Context: an optimization exercise on an open-source flow, tuned for small area, a short achievable clock period and few clock cycles per item. The choices shown serve that exercise and are no tape-out recipe.
In this exercise RTL edits were held to simulation tests only and were not proved equivalent to the original.
No activity file was given, so power comes from the tool's default toggle rates.

==> inputs of 07-02 <==
==> flow/design.v (excerpt) <==
module execTop (
	input logic clk,
	input logic rst,
	input logic start,
	input logic [2:0] op,  
	input logic [31:0] opA,
	input logic [31:0] opB,
	output logic [31:0] result,
	output logic neq,
	output logic lt,
	output logic done,
	output logic busy
);
	execPkg::word_t latA;
	execPkg::word_t latB;
	logic [2:0] latOp;
	logic [execPkg::mulDigits-1:0] digOne;
	logic [execPkg::mulDigits-1:0] digTwo;
	logic [execPkg::mulDigits-1:0] digNeg;
	execPkg::word_t aluSum;
	execPkg::word_t aluCarry;
	logic aluCin;
	logic aluNeq;
	logic aluLt;
	execPkg::word_t nextSum;
	execPkg::word_t nextCarry;
	execPkg::word_t accSum;
	execPkg::word_t accCarry;
	logic firstStep;
	execControl control (
		.clk(clk),
		.rst(rst),
		.start(start),
		.op(op),
		.opA(opA),
		.opB(opB),
		.latA(latA),
		.latB(latB),
		.latOp(latOp),
		.digOne(digOne),
		.digTwo(digTwo),
		.digNeg(digNeg),
		.aluSum(aluSum),
		.aluCarry(aluCarry),
		.aluCin(aluCin),
		.aluNeq(aluNeq),
		.aluLt(aluLt),
		.nextSum(nextSum),
		.nextCarry(nextCarry),
		.accSum(accSum),
		.accCarry(accCarry),
		.firstStep(firstStep),
		.result(result),
		.neq(neq),
		.lt(lt),
		.done(done),
		.busy(busy)
	);
	aluUnit alu (
		.opA(latA),
		.opB(latB),
		.op(latOp),
		.cmpA(opA),
		.cmpB(opB),
		.aluSum(aluSum),
		.aluCarry(aluCarry),
		.aluCin(aluCin),
		.aluNeq(aluNeq),
		.aluLt(aluLt)
	);
	mulUnit mul (
		.mcand(latA),
		.digOne(digOne),
		.digTwo(digTwo),
		.digNeg(digNeg),
		.accSum(firstStep ? '0 : accSum),
		.accCarry(firstStep ? '0 : accCarry),
		.nextSum(nextSum),
  ...
export LEC_CHECK = 0
export ABC_AREA = 1
export CAP_MARGIN = 20
export CORE_MARGIN = 2
export CORE_UTILIZATION = 40
export GPL_TIMING_DRIVEN = 0
export SETUP_SLACK_MARGIN = 3.0
export SLEW_MARGIN = 20
create_clock -name core_clock -period 6.0 [get_ports {clk}]
run.sh (not shown) runs the stock make flow with config.mk's settings and CLKGATE_MAP_FILE= SYNTH_SCRIPT=/design/flow/synth_recipe.tcl, a recipe that flattens the netlist after the stock synthesis.
==> inputs of 03-11, as changes to 07-02 <==
--- a/flow/config.mk
+++ b/flow/config.mk
@@ -11,3 +11,3 @@
 export CORE_UTILIZATION = 40
-export GPL_TIMING_DRIVEN = 0
+export CTS_BUF_LIST = sky130_fd_sc_hd__clkbuf_8
 export SETUP_SLACK_MARGIN = 3.0
==> inputs of 06-03, as changes to 07-02 <==
--- a/flow/config.mk
+++ b/flow/config.mk
@@ -11,4 +11,3 @@
 export CORE_UTILIZATION = 40
-export GPL_TIMING_DRIVEN = 0
-export SETUP_SLACK_MARGIN = 3.0
+export SETUP_SLACK_MARGIN = 3.1
 export SLEW_MARGIN = 20
==> qor summary <==
| item | 07-02 | 06-03 | 03-11 |
|---|---|---|---|
| Outcome | complete, no violations | complete, no violations | complete, no violations |
| Worst Tran Pin Value | 986 ps | 992 ps | 1000 ps |
| CP Capture Point | control.accCarry[28]$_DFF_P_ | control.accCarry[12]$_DFF_P_ | control.accCarry[9]$_DFF_P_ |
| Worst path required time | 6410 ps | 6390 ps | 6430 ps |
| Average wire length per cell after detail routing | 24.4 um | 21.7 um | 21.5 um |
| Reg2Reg Depth | 8 | 9 | 9 |
| CTS clock-pin slew for the worst setup and hold paths | 80 ps | 80 ps | 120 ps |
| Cell-internal power | 3.70 mW | 3.59 mW | 3.31 mW |
| Met3 routed wirelength | 5870 um | 4710 um | 4560 um |
| Non-clock inverter count in the final layout | 266 | 270 | 270 |
| Comb pwr | 3.91 mW | 3.45 mW | 3.40 mW |
| Crit-path slowest cell | fa_2 | fa_1 | fa_1 |
| Worst setup slack for register-to-register paths | 2980 ps | 3020 ps | 3000 ps |
| Global placer's final weighted congestion | 1.01 | 0.987 | 0.987 |
| Net switching power | 3.04 mW | 2.76 mW | 2.69 mW |
| HPWL after detailed placement | 57,200 um | 45,400 um | 45,400 um |
| Final core occ | 48.8% | 47.6% | 46.3% |
| Area of all placed cells without fillers | 0.0195 mm^2 | 0.0190 mm^2 | 0.0185 mm^2 |
| Number of resized instances in the post-cts repair step | 134 | 112 | 57 |
| Switching Share | 45.0% | 43.4% | 44.8% |
Testbench counts of 07-02, summed over its fixed seeds: cycles 15,655, ops 12,000.
Testbench counts of 03-11, summed over its fixed seeds: cycles 15,655, ops 12,000.
Testbench counts of 06-03, summed over its fixed seeds: cycles 15,655, ops 12,000.

re-timing with driven ports:
How much do the figures lean on ideal ports? The routed layouts below were timed once more, with nothing changed but the port constraints.
Step 1 assumes that a clkbuf_16 drives the clock port and a buf_2 every other input.
Step 2, shift: input delay + t, output delay - t, t = (earliest + latest rising clock arrival at the registers) / 2. This alone moves slack from input paths to output paths.
a / b / c = no drivers / after step 1 / after step 2; a / b = the first two.
| run | shift t [ns] | slack for setup (ns) | slew at the worst register clock pin (ns) | worst slew at a driven data input, ns |
|---|---|---|---|---|
| 07-02 | 0.559 | 2.984 / 2.984 / 2.508 | 0.09 / 0.09 | 0.07 |
| 03-11 | 0.583 | 3.005 / 3.005 / 2.608 | 0.12 / 0.12 | 0.04 |
| 06-03 | 0.528 | 3.023 / 3.023 / 2.691 | 0.08 / 0.08 | 0.04 |
After both steps setup and hold are still met in every run listed. For 07-02, which loses most, drivers alone change the setup slack by 0.000 ns; drivers and shift together by -0.476 ns.
